Context: an optimization exercise on an open-source flow, tuned for small area and a short achievable clock period. The choices shown serve that exercise and are no tape-out recipe. The RTL was checked by simulation tests, not by an equivalence proof against the original design. Power and IR drop assume default switching activity.

==> flow/design.v <==
module mem_unit #(
  parameter int unsigned DATA_WIDTH = 16,
  parameter int unsigned ADDR_WIDTH = 8,
  parameter int unsigned LATENCY    = 2
) (
  input  logic                  clk,
  input  logic                  reset,
  input  logic                  MEM_EN,
  input  logic                  MEM_RW,
  input  logic [ADDR_WIDTH-1:0] mem_addr,
  input  logic [DATA_WIDTH-1:0] mem_data_in,
  output logic [DATA_WIDTH-1:0] mem_data_out,
  output logic                  MFC,
  output logic                  busy
);
  localparam int unsigned DEPTH = 1 << ADDR_WIDTH;
  localparam int unsigned HALF  = ADDR_WIDTH / 2;
  localparam int unsigned NHI   = 1 << (ADDR_WIDTH - HALF);
  localparam int unsigned NLO   = 1 << HALF;
  logic st_q;    
  logic ph_q;    
  logic done_c;
  logic [ADDR_WIDTH-1:0] a_addr_q;
  logic [DATA_WIDTH-1:0] a_data_q;
  logic                  a_rw_q;
  logic [ADDR_WIDTH-1:0] b_addr_q;
  logic [DATA_WIDTH-1:0] b_data_q;
  logic                  commit_c;
  logic                  pend1_q, pend2_q;
  logic                  ins_en_c;
  logic                  fwd_c;
  logic [ADDR_WIDTH-1:0] rot_q;
  logic [ADDR_WIDTH-1:0] pos_c;
  logic [NHI-1:0]        phi_q, whi_q;
  logic [NLO-1:0]        plo_q, wlo_q;
  logic [DEPTH-1:0]      psel_c, wsel_c;
  logic [DATA_WIDTH-1:0] ring [0:DEPTH-1];
  logic [DATA_WIDTH-1:0] tap_c;
  logic [DATA_WIDTH-1:0] cap_q;
  logic [DATA_WIDTH-1:0] rdata_q;
  assign done_c   = st_q && ph_q;
  assign commit_c = done_c && !a_rw_q && reset;
  always_ff @(posedge clk) begin
    if (!reset) begin
      st_q <= 1'b0;
      ph_q <= 1'b0;
    end else if (!st_q) begin
      st_q <= MEM_EN;
      ph_q <= 1'b0;
    end else begin
      st_q <= !ph_q;
      ph_q <= !ph_q;
    end
  end
  always_ff @(posedge clk) begin
    if (!st_q) begin
      a_addr_q <= mem_addr;
      a_data_q <= mem_data_in;
      a_rw_q   <= MEM_RW;
    end
    b_addr_q <= a_addr_q;
    b_data_q <= a_data_q;
    pend1_q  <= commit_c;
    pend2_q  <= pend1_q;
    rot_q    <= rot_q + 1'b1;
  end
  assign pos_c = mem_addr + rot_q;
  always_ff @(posedge clk) begin
    if (!st_q) begin
      for (int i = 0; i < NHI; i++) phi_q[i] <= (pos_c[ADDR_WIDTH-1:HALF] == i);
      for (int j = 0; j < NLO; j++) plo_q[j] <= (pos_c[HALF-1:0] == j);
    end else begin
      phi_q <= plo_q[NLO-1] ? {phi_q[NHI-2:0], phi_q[NHI-1]} : phi_q;
      plo_q <= {plo_q[NLO-2:0], plo_q[NLO-1]};
    end
    whi_q <= plo_q[NLO-1] ? {phi_q[NHI-2:0], phi_q[NHI-1]} : phi_q;
    wlo_q <= {plo_q[NLO-2:0], plo_q[NLO-1]};
  end
  always_comb begin
    for (int s = 0; s < DEPTH; s++) begin
      psel_c[s] = phi_q[s / NLO] && plo_q[s % NLO];
      wsel_c[s] = whi_q[s / NLO] && wlo_q[s % NLO];
    end
  end
  assign ins_en_c = commit_c || pend1_q || pend2_q;
  always_ff @(posedge clk) begin
    for (int s = 0; s < DEPTH; s++) begin
      if ((s % 3 == 0) && ins_en_c && wsel_c[(s + DEPTH - 1) % DEPTH])
        ring[s] <= b_data_q;
      else
        ring[s] <= ring[(s + DEPTH - 1) % DEPTH];
    end
  end
  localparam int unsigned NTAP = DEPTH / 2;
  localparam int unsigned NGRP = (NTAP + 2) / 3;
  logic [NGRP-1:0] grp_n [0:DATA_WIDTH-1];
  for (genvar b = 0; b < DATA_WIDTH; b++) begin : g_bit
    for (genvar k = 0; k < NGRP; k++) begin : g_grp
      localparam int unsigned T0 = 3 * k;
      localparam int unsigned T1 = (3 * k + 1 < NTAP) ? 3 * k + 1 : T0;
      localparam int unsigned T2 = (3 * k + 2 < NTAP) ? 3 * k + 2 : T0;
      mu_aoi222 u_aoi (
        .a1(psel_c[2 * T0]), .a2(ring[2 * T0][b]),
        .b1(psel_c[2 * T1]), .b2(ring[2 * T1][b]),
        .c1(psel_c[2 * T2]), .c2(ring[2 * T2][b]),
        .y (grp_n[b][k])
      );
    end
    assign tap_c[b] = ~&grp_n[b];
  end
  assign fwd_c = pend2_q && (a_addr_q == b_addr_q);
  always_ff @(posedge clk) begin
    cap_q <= fwd_c ? b_data_q : tap_c;
  end
  always_ff @(posedge clk) begin
    if (!reset)
      rdata_q <= '0;
    else if (done_c && a_rw_q)
      rdata_q <= cap_q | tap_c;
  end
  assign mem_data_out = rdata_q;
  assign MFC          = st_q;
  assign busy         = st_q;
endmodule
module mu_aoi222 (
  input  logic a1, a2, b1, b2, c1, c2,
  output logic y
);
  assign y = ~((a1 & a2) | (b1 & b2) | (c1 & c2));
endmodule
==> flow/run.sh <==
#!/bin/bash
# synth_recipe.tcl (not shown) runs the flow's synth.tcl, then flattens the netlist and writes it again
# the make line also repeats each setting of config.mk as NAME=value (left out here)
make -C /OpenROAD-flow-scripts/flow DESIGN_CONFIG=/design/flow/config.mk WORK_HOME=/design/flow/orfs CLKGATE_MAP_FILE= SYNTH_SCRIPT=/design/flow/synth_recipe.tcl finish
==> flow/config.mk <==
export PLATFORM = sky130hd
export DESIGN_NAME = mem_unit
export DESIGN_NICKNAME = mem_unit
export VERILOG_FILES = /design/flow/design.v
export SDC_FILE = /design/flow/constraint.sdc
export NUM_CORES = 4
export LEC_CHECK = 0
export CAP_MARGIN = 20
export CORE_MARGIN = 2
export CORE_UTILIZATION = 55
export SETUP_SLACK_MARGIN = 3.7
export SLEW_MARGIN = 20
export SYNTH_HIERARCHICAL = 1
==> flow/constraint.sdc <==
create_clock -name core_clock -period 6.5 [get_ports {clk}]
set_input_delay 1.3000 -clock core_clock [delete_from_list [all_inputs] [get_ports {clk}]]
set_output_delay 1.3000 -clock core_clock [all_outputs]
set_load 0.01 [all_outputs]
==> out/results.txt <==
Iter 0 DRT Violations: 7480
Startpoint Class: flip-flop
largest net degree at the start of global routing: 64
Crit Path Max Fanout: 4
Vias: 62885
first drt pass iteration count: 10
layout cells sized above 1: 32.6%
simple-gate share of the synthesized area: 3.22%
I/O pin total: 46
Final setup viols: 0
Clock Skews: 0.0466 ns
die height: 465 um
clock latency on the worst-skew pair: 0.99 ns
Leakage Power: 0.0558 uW
Mapped Avg Cell Area: 16.1 um^2
Synth Register Bits: 4253
Hold Slack: 0.302 ns
CP required: 7.36 ns
vias in the first global route: 63224
Routed WL: 323000 um
Cell Area, Synth: 0.117 mm^2
Worst Setup Path Type: flip-flop to flip-flop
Synth Area in Adders: 0.103%
Max Fclk: 291 MHz
minimum clock period: 3.44 ns
actual slew at the worst max-slew pin: 1.23 ns
port bufs: 45
routed len/inst: 29.9 um
R2R setup slack: 3.06 ns
initial antenna violation count: 8
Final Cycle Share: 52.9%
clock root cell: clkbuf_16
post-route ant nets: 0
Max clock buf depth: 4
vias per cell: 5.83
final-report hold violation count: 0
# rows: 169
final core occ: 64.4%
Die Width: 465 um
Placeable Area: 0.211 mm^2
Slew Limit Fails: 0
Post-synth ARST share: 0%
post-synthesis mux area share: 15.2%
largest family of logic cells by synthesized area: multiplexers
CTS tree: done
Seq/Total Area, Yosys: 73.2%
Synth Instances: 7260
critical path data arrival time: 4.30 ns
htree depth: 5
Yosys top cell area share: 72.5%
Yosys cell types: 43
xor and xnor area share after synthesis: 0.203%
Total Nets Final: 7695
grt ovf: 0
synth top area cells: dfxtp_1, mux2_2, mux2_4
initial core utilization: 55.2%
Worst Hold Class: flip-flop to flip-flop
Die ar.: 0.216 mm^2
Synth Flop Type: dfxtp_1
detailed placer's ending HPWL: 207000 um
worst rel slew slack: 17.6%
final std cells w/o fill: 10783
Final Cell Area: 0.136 mm^2
Post-synth EDFFs: 25
setup TNS: 0 ns
dpl cell area: 0.120 mm^2
area delta synth->final: 16.6%
post-synth top area cell: dfxtp_1
status: finished clean
Max rail drop VDD: 0.000333 V
residual DRC count: 0
Reg clk slew, reported paths: 0.06 ns
Compound-Gate Fraction of Synth Area: 6.37%
# placed instances: 9947
max_cap viols: 0
total CTS buffers: 408
global placement routability congestion: 0.909
CP Capture Type: flip-flop
CTS sink count: 4253
RSZ-0062 raised after global routing: yes
total number of yosys warnings: 10
GR Util All Layers: 29.3%
Syn Nets: 7297
PwrDens: 372 mW/mm^2
first-pass GRT wire length: 459000 um
## routing by layer
metal  share of wire [%]  track usage (%)  vias up
met1                  42             38.4    32270
met2                  47             47.1     2237
met4                 5.2             14.6        0
met5                   0                0        -
met3                 5.8             4.73      547
li1                    -                -    27831
## path summary, 6_finish.rpt
kind                                  end                 start  depth (start not counted)
hold / removal       ring[70][11]$_DFF_P_  ring[69][11]$_DFF_P_                          0
setup reg to reg  rdata_q[7]$_SDFFE_PN0P_      phi_q[4]$_DFF_P_                          9
hold reg to reg      ring[70][11]$_DFF_P_  ring[69][11]$_DFF_P_                          0
setup / recovery  rdata_q[7]$_SDFFE_PN0P_      phi_q[4]$_DFF_P_                          9
## through the flow
step	setup slack [ns]	total power, uW
2_1_floorplan	3.60	27100
3_3_place_gp	1.43	27400
3_5_place_dp	1.35	27500
4_1_cts	3.08	50900
5_1_grt	3.06	52000
6_report	3.06	50700
## layout by cell type, fill, tap and decap left out, types with 16 or more instances in the layout
cell	n
a222oi_1	688
a22o_1	16
a32o_1	16
and2_1	53
and2_2	25
and2_4	52
buf_12	33
buf_4	162
buf_6	35
bufinv_16	34
clkbuf_1	75
clkbuf_16	415
clkbuf_8	94
clkdlybuf4s50_1	24
clkinv_2	68
dfxtp_1	4182
dfxtp_4	37
edfxtp_1	25
mux2_2	893
mux2_4	515
nand3_1	20
nand3_2	18
nand3_4	83
nand4_1	161
## synthesized netlist by cell type (all sizes together), types with 3 or more instances
cell / count
ha: 8
xor2: 16
a32o: 16
xnor2: 11
clkbuf: 165
dfxtp: 4228
nor3: 29
and3: 3
nor4: 34
nor2: 14
inv: 3
nand4: 161
mux2: 1408
a21boi: 8
nand2: 13
nor3b: 3
o21ai: 18
buf: 128
nand3: 121
a21oi: 4
a222oi: 688
edfxtp: 25
and2: 129
a22o: 16
## repair_timing
item                                    in CTS  in global routing
cloned                                       7                  1
hold buffers                                 0                  0
hold endpoints to repair                     0                  0
setup buffers                               81                 33
resized for setup                          406                 73
endpoints found under the setup margin    1442                 62
pin swaps                                  173                 80
## where the power goes
part           switching (uW)  internal, uW  leakage [uW]
clock                    9660         14100       0.00666
sequential                248         26200        0.0343
combinational             370           150        0.0148
total                   10300         40400        0.0558
## flip-flops by register name (all words and copies together) (netlist names)
signal	flops
plo_q	16
rdata_q	16
b_addr_q	8
rot_q	8
a_data_q	16
b_data_q	16
ring	4096
ph_q	1
pend2_q	1
pend1_q	1
st_q	1
a_rw_q	1
wlo_q	16
whi_q	16
phi_q	16
cap_q	16
a_addr_q	8
## cell type report
class	instances	area (um^2)
Inverter	3	11.3
Clock buffer	584	12000
Sequential cell	4253	85500
Antenna cell	7	17.5
Tap cell	2821	3530
Timing Repair Buffer	279	2920
Fill cell	15363	75400
Clock inverter	123	1550
Multi-Input combinational cell	2713	30600
## kinds of logic (layout without fill, tap and decap cells)
kind of cell | count (synthesis) | after routing
flops | 4253 | 4253
mux | 1408 | 1408
compound gates | 756 | 756
simple gates | 511 | 513
buf+inv | 296 | 989
xor+xnor | 27 | 27
fa+ha+maj | 9 | 9
other cells | 0 | 7
## per-module statistics from Yosys (local to each module, per instance)
module	cell area (um^2)	cells inside
mem_unit	110000	6572
mu_aoi222	10.0	1
## critical path, stage by stage (launching register included)
cell and delay [ns]:
dfxtp_4 0.37, and2_4 0.17, buf_8 0.12, a222oi_1 0.82, nand4_1 0.59, nor4_2 0.44
buf_4 0.26, nand3_4 0.10, nor3_4 0.33, nor2_1 0.09

-- port drivers added, routing unchanged --
Ports are ideal in the flow. The routed layout listed here was re-timed in OpenROAD.
Step 1 (the two cells are an assumption about what drives the block):
set clk [get_ports {clk}]
set_driving_cell -lib_cell sky130_fd_sc_hd__clkbuf_16 $clk
set_driving_cell -lib_cell sky130_fd_sc_hd__buf_2 [delete_from_list [all_inputs] $clk]
Step 2, shift: input delay + t, output delay - t, t = (earliest + latest rising clock arrival at the registers) / 2. This alone moves slack from input paths to output paths.
Three values: ideal ports, drivers, drivers and shift; two values: the first two.
t (ns): 1.052
setup WS [ns]: 3.059 / 3.059 / 2.663
latest minus earliest clock arrival (ns): 0.056 / 0.055
After both steps setup and hold are still met in this run. The setup slack of this run moves by 0.000 ns with the drivers and by -0.396 ns with both steps.
